Source: an optimization exercise on an open RTL-to-GDS flow (aim: small area, a short achievable clock period and few clock cycles per item). Production flows keep margins and buffers that such runs may drop. Function was checked by simulation only, so behaviour that the tests miss may differ from the original. Power is estimated from default activity; no workload was simulated.

==> inputs of run a <==
==> flow/design.v <==
package axi4_lite_pkg;
  localparam logic [1:0] RESP_OKAY   = 2'b00;
  localparam logic [1:0] RESP_SLVERR = 2'b10;
endpackage
module axi4_lite_wr_join #(
  parameter int ADDRESS_WIDTH = 32,
  parameter int DATA_WIDTH    = 32,
  parameter int IDX_W         = 5
) (
  input  logic                      clk,
  input  logic                      rst,
  input  logic [IDX_W-1:0]          i_awidx,
  input  logic                      i_awok,
  input  logic                      i_awvalid,
  input  logic [DATA_WIDTH-1:0]     i_wdata,
  input  logic [DATA_WIDTH/8-1:0]   i_wstrb,
  input  logic                      i_wvalid,
  input  logic                      i_room,
  output logic                      o_awready,
  output logic                      o_wready,
  output logic                      o_join,
  output logic                      o_join_ok,
  output logic                      o_commit,
  output logic [IDX_W-1:0]          o_idx,
  output logic                      o_ok,
  output logic [DATA_WIDTH-1:0]     o_data,
  output logic [DATA_WIDTH/8-1:0]   o_strb
);
  logic r_aw_full, r_w_full;
  logic w_aw_hs, w_w_hs;
  logic w_aw_full_n, w_w_full_n;
  assign w_aw_hs  = i_awvalid && o_awready;
  assign w_w_hs   = i_wvalid && o_wready;
  assign o_commit = r_aw_full && r_w_full;
  assign w_aw_full_n = w_aw_hs || (r_aw_full && !o_commit);
  assign w_w_full_n  = w_w_hs  || (r_w_full  && !o_commit);
  assign o_join      = w_aw_full_n && w_w_full_n;
  assign o_join_ok   = w_aw_hs ? i_awok : o_ok;
  always_ff @(posedge clk or posedge rst) begin
    if (rst) begin
      r_aw_full <= 1'b0;
      r_w_full  <= 1'b0;
      o_awready <= 1'b0;
      o_wready  <= 1'b0;
      o_idx     <= '0;
      o_ok      <= 1'b0;
      o_data    <= '0;
      o_strb    <= '0;
    end else begin
      r_aw_full <= w_aw_full_n;
      r_w_full  <= w_w_full_n;
      o_awready <= (!w_aw_full_n || w_w_full_n) && i_room;
      o_wready  <= (!w_w_full_n || w_aw_full_n) && i_room;
      if (w_aw_hs) begin
        o_idx <= i_awidx;
        o_ok  <= i_awok;
      end
      if (w_w_hs) begin
        o_data <= i_wdata;
        o_strb <= i_wstrb;
      end
    end
  end
endmodule
import axi4_lite_pkg::*;
module axi4_lite_regfile #(
  parameter int ADDRESS_WIDTH = 32,
  parameter int DATA_WIDTH    = 32,
  parameter int DATA_DEPTH    = 32,
  parameter logic [ADDRESS_WIDTH-1:0] BASE_ADDR = '0
) (
  input  logic                       ACLK,
  input  logic                       ARESET,
  input  logic [ADDRESS_WIDTH-1:0]   S_AXI_AWADDR,
  input  logic                       S_AXI_AWVALID,
  output logic                       S_AXI_AWREADY,
  input  logic [DATA_WIDTH-1:0]      S_AXI_WDATA,
  input  logic [DATA_WIDTH/8-1:0]    S_AXI_WSTRB,
  input  logic                       S_AXI_WVALID,
  output logic                       S_AXI_WREADY,
  output logic [1:0]                 S_AXI_BRESP,
  output logic                       S_AXI_BVALID,
  input  logic                       S_AXI_BREADY,
  input  logic [ADDRESS_WIDTH-1:0]   S_AXI_ARADDR,
  input  logic                       S_AXI_ARVALID,
  output logic                       S_AXI_ARREADY,
  output logic [DATA_WIDTH-1:0]      S_AXI_RDATA,
  output logic [1:0]                 S_AXI_RRESP,
  output logic                       S_AXI_RVALID,
  input  logic                       S_AXI_RREADY
);
  localparam int STRB_W     = DATA_WIDTH / 8;
  localparam int BYTE_SHIFT = $clog2(STRB_W);
  localparam int IDX_W      = $clog2(DATA_DEPTH);
  localparam logic [ADDRESS_WIDTH-1:0] DEPTH_A = ADDRESS_WIDTH'(DATA_DEPTH);
  function automatic logic addr_in_range(input logic [ADDRESS_WIDTH-1:0] addr);
    logic [ADDRESS_WIDTH:0] off;
    off = {1'b0, addr} - {1'b0, BASE_ADDR};
    addr_in_range = !off[ADDRESS_WIDTH] && ((off[ADDRESS_WIDTH-1:0] >> BYTE_SHIFT) < DEPTH_A);
  endfunction
  function automatic logic [IDX_W-1:0] addr_index(input logic [ADDRESS_WIDTH-1:0] addr);
    logic [ADDRESS_WIDTH-1:0] word;
    word = (addr - BASE_ADDR) >> BYTE_SHIFT;
    addr_index = word[IDX_W-1:0];
  endfunction
  logic [DATA_WIDTH-1:0] r_mem [DATA_DEPTH];
  logic              w_room;
  logic              w_join;
  logic              w_join_ok;
  logic              w_commit;
  logic [IDX_W-1:0]  w_wr_idx;
  logic              w_wr_ok;
  logic [DATA_WIDTH-1:0] w_wr_data;
  logic [STRB_W-1:0] w_wr_strb;
  axi4_lite_wr_join #(
    .ADDRESS_WIDTH (ADDRESS_WIDTH),
    .DATA_WIDTH    (DATA_WIDTH),
    .IDX_W         (IDX_W)
  ) u_wr_join (
    .clk       (ACLK),
    .rst       (ARESET),
    .i_awidx   (addr_index(S_AXI_AWADDR)),
    .i_awok    (addr_in_range(S_AXI_AWADDR)),
    .i_awvalid (S_AXI_AWVALID),
    .i_wdata   (S_AXI_WDATA),
    .i_wstrb   (S_AXI_WSTRB),
    .i_wvalid  (S_AXI_WVALID),
    .i_room    (w_room),
    .o_awready (S_AXI_AWREADY),
    .o_wready  (S_AXI_WREADY),
    .o_join    (w_join),
    .o_join_ok (w_join_ok),
    .o_commit  (w_commit),
    .o_idx     (w_wr_idx),
    .o_ok      (w_wr_ok),
    .o_data    (w_wr_data),
    .o_strb    (w_wr_strb)
  );
  always_ff @(posedge ACLK or posedge ARESET) begin
    if (ARESET) begin
      for (int i = 0; i < DATA_DEPTH; i++) r_mem[i] <= '0;
    end else if (w_commit && w_wr_ok) begin
      for (int b = 0; b < STRB_W; b++) begin
        if (w_wr_strb[b]) r_mem[w_wr_idx][8*b +: 8] <= w_wr_data[8*b +: 8];
      end
    end
  end
  logic r_bvalid, r_bok;
  logic r_b1_valid, r_b1_ok;
  logic w_bh_v, w_bh_ok, w_b1_v, w_b1_ok;
  always_comb begin
    w_bh_v  = r_bvalid;
    w_bh_ok = r_bok;
    w_b1_v  = r_b1_valid;
    w_b1_ok = r_b1_ok;
    if (r_bvalid && S_AXI_BREADY) begin
      w_bh_v  = r_b1_valid;
      w_bh_ok = r_b1_ok;
      w_b1_v  = 1'b0;
    end
    if (w_join) begin
      if (!w_bh_v) begin
        w_bh_v  = 1'b1;
        w_bh_ok = w_join_ok;
      end else begin
        w_b1_v  = 1'b1;
        w_b1_ok = w_join_ok;
      end
    end
  end
  assign w_room = !w_b1_v;
  always_ff @(posedge ACLK or posedge ARESET) begin
    if (ARESET) begin
      r_bvalid   <= 1'b0;
      r_bok      <= 1'b0;
      r_b1_valid <= 1'b0;
      r_b1_ok    <= 1'b0;
    end else begin
      r_bvalid   <= w_bh_v;
      r_bok      <= w_bh_ok;
      r_b1_valid <= w_b1_v;
      r_b1_ok    <= w_b1_ok;
    end
  end
  assign S_AXI_BVALID = r_bvalid;
  assign S_AXI_BRESP  = r_bok ? RESP_OKAY : RESP_SLVERR;
  logic              r_arready;
  logic              r_q0_v, r_q0_ok, r_q1_v, r_q1_ok;
  logic [IDX_W-1:0]  r_q0_idx, r_q1_idx;
  logic              r_rvalid;
  logic [DATA_WIDTH-1:0] r_rdata;
  logic              r_rok;
  logic              w_ar_hs, w_out_free, w_load;
  logic              w_ar_ok;
  logic [IDX_W-1:0]  w_ar_idx;
  logic              w_q0_v, w_q1_v;
  assign w_ar_hs    = S_AXI_ARVALID && r_arready;
  assign w_ar_ok    = addr_in_range(S_AXI_ARADDR);
  assign w_ar_idx   = addr_index(S_AXI_ARADDR);
  assign w_out_free = !r_rvalid || S_AXI_RREADY;
  assign w_load     = w_out_free && r_q0_v;
  always_comb begin
    w_q0_v = r_q0_v;
    w_q1_v = r_q1_v;
    if (w_load) begin
      w_q0_v = r_q1_v;
      w_q1_v = 1'b0;
    end
    if (w_ar_hs) begin
      if (!w_q0_v) w_q0_v = 1'b1;
      else         w_q1_v = 1'b1;
    end
  end
  always_ff @(posedge ACLK or posedge ARESET) begin
    if (ARESET) begin
      r_arready <= 1'b0;
      r_q0_v    <= 1'b0;
      r_q0_ok   <= 1'b0;
      r_q0_idx  <= '0;
      r_q1_v    <= 1'b0;
      r_q1_ok   <= 1'b0;
      r_q1_idx  <= '0;
    end else begin
      r_arready <= !w_q1_v;
      r_q0_v    <= w_q0_v;
      r_q1_v    <= w_q1_v;
      if (w_load) begin
        if (r_q1_v) begin
          r_q0_ok  <= r_q1_ok;
          r_q0_idx <= r_q1_idx;
        end else begin
          r_q0_ok  <= w_ar_ok;
          r_q0_idx <= w_ar_idx;
        end
      end else if (!r_q0_v) begin
        r_q0_ok  <= w_ar_ok;
        r_q0_idx <= w_ar_idx;
      end
      if (w_ar_hs && (r_q1_v || (r_q0_v && !w_load))) begin
        r_q1_ok  <= w_ar_ok;
        r_q1_idx <= w_ar_idx;
      end
    end
  end
  always_ff @(posedge ACLK or posedge ARESET) begin
    if (ARESET) begin
      r_rvalid <= 1'b0;
      r_rdata  <= '0;
      r_rok    <= 1'b0;
    end else if (w_out_free) begin
      r_rvalid <= r_q0_v;
      r_rdata  <= r_q0_ok ? r_mem[r_q0_idx] : '0;
      r_rok    <= r_q0_ok;
    end
  end
  assign S_AXI_ARREADY = r_arready;
  assign S_AXI_RVALID  = r_rvalid;
  assign S_AXI_RDATA   = r_rdata;
  assign S_AXI_RRESP   = r_rok ? RESP_OKAY : RESP_SLVERR;
endmodule
==> flow/run.sh <==
#!/bin/bash
# synth_recipe.tcl (not shown) runs the flow's synth.tcl, then flattens the netlist and writes it again
# the make line also repeats each setting of config.mk as NAME=value (left out here)
make -C /OpenROAD-flow-scripts/flow DESIGN_CONFIG=/design/flow/config.mk WORK_HOME=/design/flow/orfs CLKGATE_MAP_FILE= SYNTH_SCRIPT=/design/flow/synth_recipe.tcl finish
==> flow/config.mk <==
export PLATFORM = sky130hd
export DESIGN_NAME = axi4_lite_regfile
export DESIGN_NICKNAME = axi4_lite_regfile
export VERILOG_FILES = /design/flow/design.v
export SDC_FILE = /design/flow/constraint.sdc
export NUM_CORES = 4
export LEC_CHECK = 0
export ABC_CLOCK_PERIOD_IN_PS = 2500
export CAP_MARGIN = 20
export CORE_MARGIN = 2
export CORE_UTILIZATION = 40
export SETUP_SLACK_MARGIN = 3.0
export SLEW_MARGIN = 20
==> flow/constraint.sdc <==
create_clock -name core_clock -period 5.0 [get_ports {ACLK}]
set_input_delay 1.0000 -clock core_clock [delete_from_list [all_inputs] [get_ports {ACLK}]]
set_output_delay 1.0000 -clock core_clock [all_outputs]
set_load 0.01 [all_outputs]
==> run b: changes against run a <==
--- a/flow/design.v
+++ b/flow/design.v
@@ -4,7 +4,7 @@
 endpackage
 module axi4_lite_wr_join #(
-  parameter int ADDRESS_WIDTH = 32,
-  parameter int DATA_WIDTH    = 32,
-  parameter int IDX_W         = 5
+  parameter int DATA_WIDTH = 32,
+  parameter int DEPTH      = 32,
+  parameter int IDX_W      = 5
 ) (
   input  logic                      clk,
@@ -21,29 +21,38 @@
   output logic                      o_join,
   output logic                      o_join_ok,
-  output logic                      o_commit,
-  output logic [IDX_W-1:0]          o_idx,
-  output logic                      o_ok,
+  output logic [DEPTH-1:0]          o_sel,
   output logic [DATA_WIDTH-1:0]     o_data,
   output logic [DATA_WIDTH/8-1:0]   o_strb
 );
-  logic r_aw_full, r_w_full;
-  logic w_aw_hs, w_w_hs;
+  localparam int LO_W = 2;
+  localparam int HI_W = IDX_W - LO_W;
+  logic r_aw_full, r_w_full, r_aw_ok;
+  logic [(1<<HI_W)-1:0]     r_hi;
+  logic [(1<<LO_W)-1:0]     r_lo;
+  logic [DATA_WIDTH/8-1:0]  r_strb;
+  logic w_aw_hs, w_w_hs, w_commit;
   logic w_aw_full_n, w_w_full_n;
   assign w_aw_hs  = i_awvalid && o_awready;
   assign w_w_hs   = i_wvalid && o_wready;
-  assign o_commit = r_aw_full && r_w_full;
-  assign w_aw_full_n = w_aw_hs || (r_aw_full && !o_commit);
-  assign w_w_full_n  = w_w_hs  || (r_w_full  && !o_commit);
+  assign w_commit = r_aw_full && r_w_full;
+  assign w_aw_full_n = w_aw_hs || (r_aw_full && !w_commit);
+  assign w_w_full_n  = w_w_hs  || (r_w_full  && !w_commit);
   assign o_join      = w_aw_full_n && w_w_full_n;
-  assign o_join_ok   = w_aw_hs ? i_awok : o_ok;
+  assign o_join_ok   = w_aw_hs ? i_awok : r_aw_ok;
+  always_comb begin
+    for (int i = 0; i < DEPTH; i++)
+      o_sel[i] = r_hi[i >> LO_W] && r_lo[i % (1 << LO_W)];
+  end
   always_ff @(posedge clk or posedge rst) begin
     if (rst) begin
       r_aw_full <= 1'b0;
       r_w_full  <= 1'b0;
+      r_aw_ok   <= 1'b0;
+      r_hi      <= '0;
+      r_lo      <= '0;
       o_awready <= 1'b0;
       o_wready  <= 1'b0;
-      o_idx     <= '0;
-      o_ok      <= 1'b0;
       o_data    <= '0;
+      r_strb    <= '0;
       o_strb    <= '0;
     end else begin
@@ -53,12 +62,27 @@
       o_wready  <= (!w_w_full_n || w_aw_full_n) && i_room;
       if (w_aw_hs) begin
-        o_idx <= i_awidx;
-        o_ok  <= i_awok;
+        r_aw_ok <= i_awok;
+        for (int h = 0; h < (1 << HI_W); h++) r_hi[h] <= i_awok && (i_awidx[IDX_W-1:LO_W] == HI_W'(h));
+        for (int l = 0; l < (1 << LO_W); l++) r_lo[l] <= (i_awidx[LO_W-1:0] == LO_W'(l));
       end
       if (w_w_hs) begin
-        o_data <= i_wdata;
-        o_strb <= i_wstrb;
-      end
-    end
+        o_data  <= i_wdata;
+        r_strb  <= i_wstrb;
+      end
+      o_strb <= o_join ? (w_w_hs ? i_wstrb : r_strb) : '0;
+    end
+  end
+endmodule
+module axi4_lite_lane (
+  input  logic       clk,
+  input  logic       rst,
+  input  logic       i_en,
+  input  logic       i_en_n,
+  input  logic [7:0] i_d,
+  output logic [7:0] o_q
+);
+  always_ff @(posedge clk or posedge rst) begin
+    if (rst) o_q <= '0;
+    else     o_q <= ({8{i_en}} & i_d) | ({8{i_en_n}} & o_q);
   end
 endmodule
@@ -105,16 +129,17 @@
   endfunction
   logic [DATA_WIDTH-1:0] r_mem [DATA_DEPTH];
-  logic              w_room;
-  logic              w_join;
-  logic              w_join_ok;
-  logic              w_commit;
-  logic [IDX_W-1:0]  w_wr_idx;
-  logic              w_wr_ok;
+  function automatic logic [DATA_DEPTH-1:0] word_onehot(input logic ok, input logic [IDX_W-1:0] idx);
+    for (int i = 0; i < DATA_DEPTH; i++) word_onehot[i] = ok && (idx == IDX_W'(i));
+  endfunction
+  logic                  w_room;
+  logic                  w_join;
+  logic                  w_join_ok;
+  logic [DATA_DEPTH-1:0] w_wr_sel;
   logic [DATA_WIDTH-1:0] w_wr_data;
-  logic [STRB_W-1:0] w_wr_strb;
+  logic [STRB_W-1:0]     w_wr_strb;
   axi4_lite_wr_join #(
-    .ADDRESS_WIDTH (ADDRESS_WIDTH),
-    .DATA_WIDTH    (DATA_WIDTH),
-    .IDX_W         (IDX_W)
+    .DATA_WIDTH (DATA_WIDTH),
+    .DEPTH      (DATA_DEPTH),
+    .IDX_W      (IDX_W)
   ) u_wr_join (
     .clk       (ACLK),
@@ -131,17 +156,20 @@
     .o_join    (w_join),
     .o_join_ok (w_join_ok),
-    .o_commit  (w_commit),
-    .o_idx     (w_wr_idx),
-    .o_ok      (w_wr_ok),
+    .o_sel     (w_wr_sel),
     .o_data    (w_wr_data),
     .o_strb    (w_wr_strb)
   );
-  always_ff @(posedge ACLK or posedge ARESET) begin
-    if (ARESET) begin
-      for (int i = 0; i < DATA_DEPTH; i++) r_mem[i] <= '0;
-    end else if (w_commit && w_wr_ok) begin
-      for (int b = 0; b < STRB_W; b++) begin
-        if (w_wr_strb[b]) r_mem[w_wr_idx][8*b +: 8] <= w_wr_data[8*b +: 8];
-      end
+  for (genvar gi = 0; gi < DATA_DEPTH; gi++) begin : g_word
+    for (genvar gb = 0; gb < STRB_W; gb++) begin : g_byte
+      logic w_en;
+      assign w_en = w_wr_sel[gi] && w_wr_strb[gb];
+      axi4_lite_lane u_lane (
+        .clk    (ACLK),
+        .rst    (ARESET),
+        .i_en   (w_en),
+        .i_en_n (!w_en),
+        .i_d    (w_wr_data[8*gb +: 8]),
+        .o_q    (r_mem[gi][8*gb +: 8])
+      );
     end
   end
@@ -187,5 +215,6 @@
   logic              r_arready;
   logic              r_q0_v, r_q0_ok, r_q1_v, r_q1_ok;
-  logic [IDX_W-1:0]  r_q0_idx, r_q1_idx;
+  logic [IDX_W-1:0]  r_q1_idx;
+  logic [DATA_DEPTH-1:0] r_q0_sel;    
   logic              r_rvalid;
   logic [DATA_WIDTH-1:0] r_rdata;
@@ -200,4 +229,10 @@
   assign w_out_free = !r_rvalid || S_AXI_RREADY;
   assign w_load     = w_out_free && r_q0_v;
+  logic [DATA_WIDTH-1:0] w_rd_word;
+  always_comb begin
+    w_rd_word = '0;
+    for (int i = 0; i < DATA_DEPTH; i++)
+      w_rd_word = w_rd_word | ({DATA_WIDTH{r_q0_sel[i]}} & r_mem[i]);
+  end
   always_comb begin
     w_q0_v = r_q0_v;
@@ -217,5 +252,5 @@
       r_q0_v    <= 1'b0;
       r_q0_ok   <= 1'b0;
-      r_q0_idx  <= '0;
+      r_q0_sel  <= '0;
       r_q1_v    <= 1'b0;
       r_q1_ok   <= 1'b0;
@@ -228,12 +263,12 @@
         if (r_q1_v) begin
           r_q0_ok  <= r_q1_ok;
-          r_q0_idx <= r_q1_idx;
+          r_q0_sel <= word_onehot(r_q1_ok, r_q1_idx);
         end else begin
           r_q0_ok  <= w_ar_ok;
-          r_q0_idx <= w_ar_idx;
+          r_q0_sel <= word_onehot(w_ar_ok, w_ar_idx);
         end
       end else if (!r_q0_v) begin
         r_q0_ok  <= w_ar_ok;
-        r_q0_idx <= w_ar_idx;
+        r_q0_sel <= word_onehot(w_ar_ok, w_ar_idx);
       end
       if (w_ar_hs && (r_q1_v || (r_q0_v && !w_load))) begin
@@ -250,5 +285,5 @@
     end else if (w_out_free) begin
       r_rvalid <= r_q0_v;
-      r_rdata  <= r_q0_ok ? r_mem[r_q0_idx] : '0;
+      r_rdata  <= w_rd_word;
       r_rok    <= r_q0_ok;
     end
--- a/flow/config.mk
+++ b/flow/config.mk
@@ -9,5 +9,8 @@
 export CAP_MARGIN = 20
 export CORE_MARGIN = 2
-export CORE_UTILIZATION = 40
+export CORE_UTILIZATION = 75
+export CTS_CLUSTER_DIAMETER = 100
+export CTS_CLUSTER_SIZE = 25
 export SETUP_SLACK_MARGIN = 3.0
 export SLEW_MARGIN = 20
+export SYNTH_HIERARCHICAL = 1
==> notes <==
Run b finished with timing, DRC and antenna clean. Run a completed with no timing, DRC or antenna violations.
Between run a and run b, the lower hold slack is in run a (gap 25 ps).
Against run b, the count of clock-buffer cells in the layout of run a is higher by 117.
Of run a and run b, run a has the higher cell count (gap 24%, measured against run b).
In run b the critical path depth is lower than in run a, by 8.
In run a the sequential power is smaller than in run b, by about 8%.
Between run a and run b, the lower clock power is in run b (gap about 80%, measured against run b).
Against run b, the synthesized area of run a is lower by about 1%.
Of run a and run b, run b has the higher sequential share of layout area (gap 13 points).
==> figures <==
                                                                         run a           run b
Run status                                                      finished clean  finished clean
Post-route cell area                                                 66200 µm²       52600 µm²
Count of yosys warnings during synthesis                                     3              10
Layout sequential cell count                                              1123            1161
Fin crit share                                                           53.4%           45.7%
Wire length of the first global-routing pass                         282000 µm       263000 µm
First-pass DRT Iterations                                                    6               9
Combinational power                                                    8.22 mW         2.29 mW
Footprint of the multi-input gates                                   24400 µm²       17500 µm²
Worst setup timing slack at the placement stage                        1320 ps         1580 ps
Number of standard cells in the final layout excluding fillers            5988            4818
Leakage power figure                                                   31.7 nW         25.9 nW
Switching portion of total power                                         37.6%           34.6%
Slew HR                                                                  19.6%           30.3%
Later-pin clock latency in the skew report                              750 ps          680 ps
Half-perimeter wire length after detailed placement                  109000 µm       118000 µm
Count of instances resized after the clock tree is built                  1027             325
Testbench counts of run a, summed over its fixed seeds: cycles 4,345, items 8,000.
Testbench counts of run b, summed over its fixed seeds: cycles 4,345, items 8,000.

==> separate check: timing with driven ports <==
The flow's constraints put no driver on any port. The routed layouts listed below were extracted and timed again, unchanged, in two steps.
Step 1, drivers: a clkbuf_16 drives ACLK and a buf_2 each remaining input, both assumed.
Step 2 also shifts input and output timing later by t, the mid clock arrival at the registers, as if the neighbouring blocks saw the same clock.
Slacks: ideal ports / drivers / drivers and shift; pairs: ideal ports / drivers.
run | t, ns | setup slack, ns | worst hold slack (ns) | cell pins on the clock port's net
run a | 0.803 | 2.332 / 2.332 / 1.938 | 0.483 / 0.483 / 0.483 | 1
run b | 0.732 | 2.717 / 2.647 / 2.258 | 0.508 / 0.473 / 0.508 | 1
After both steps every run listed still meets setup and hold. The setup slack of run b, which loses most, moves by -0.070 ns with the drivers and by -0.459 ns with both steps.
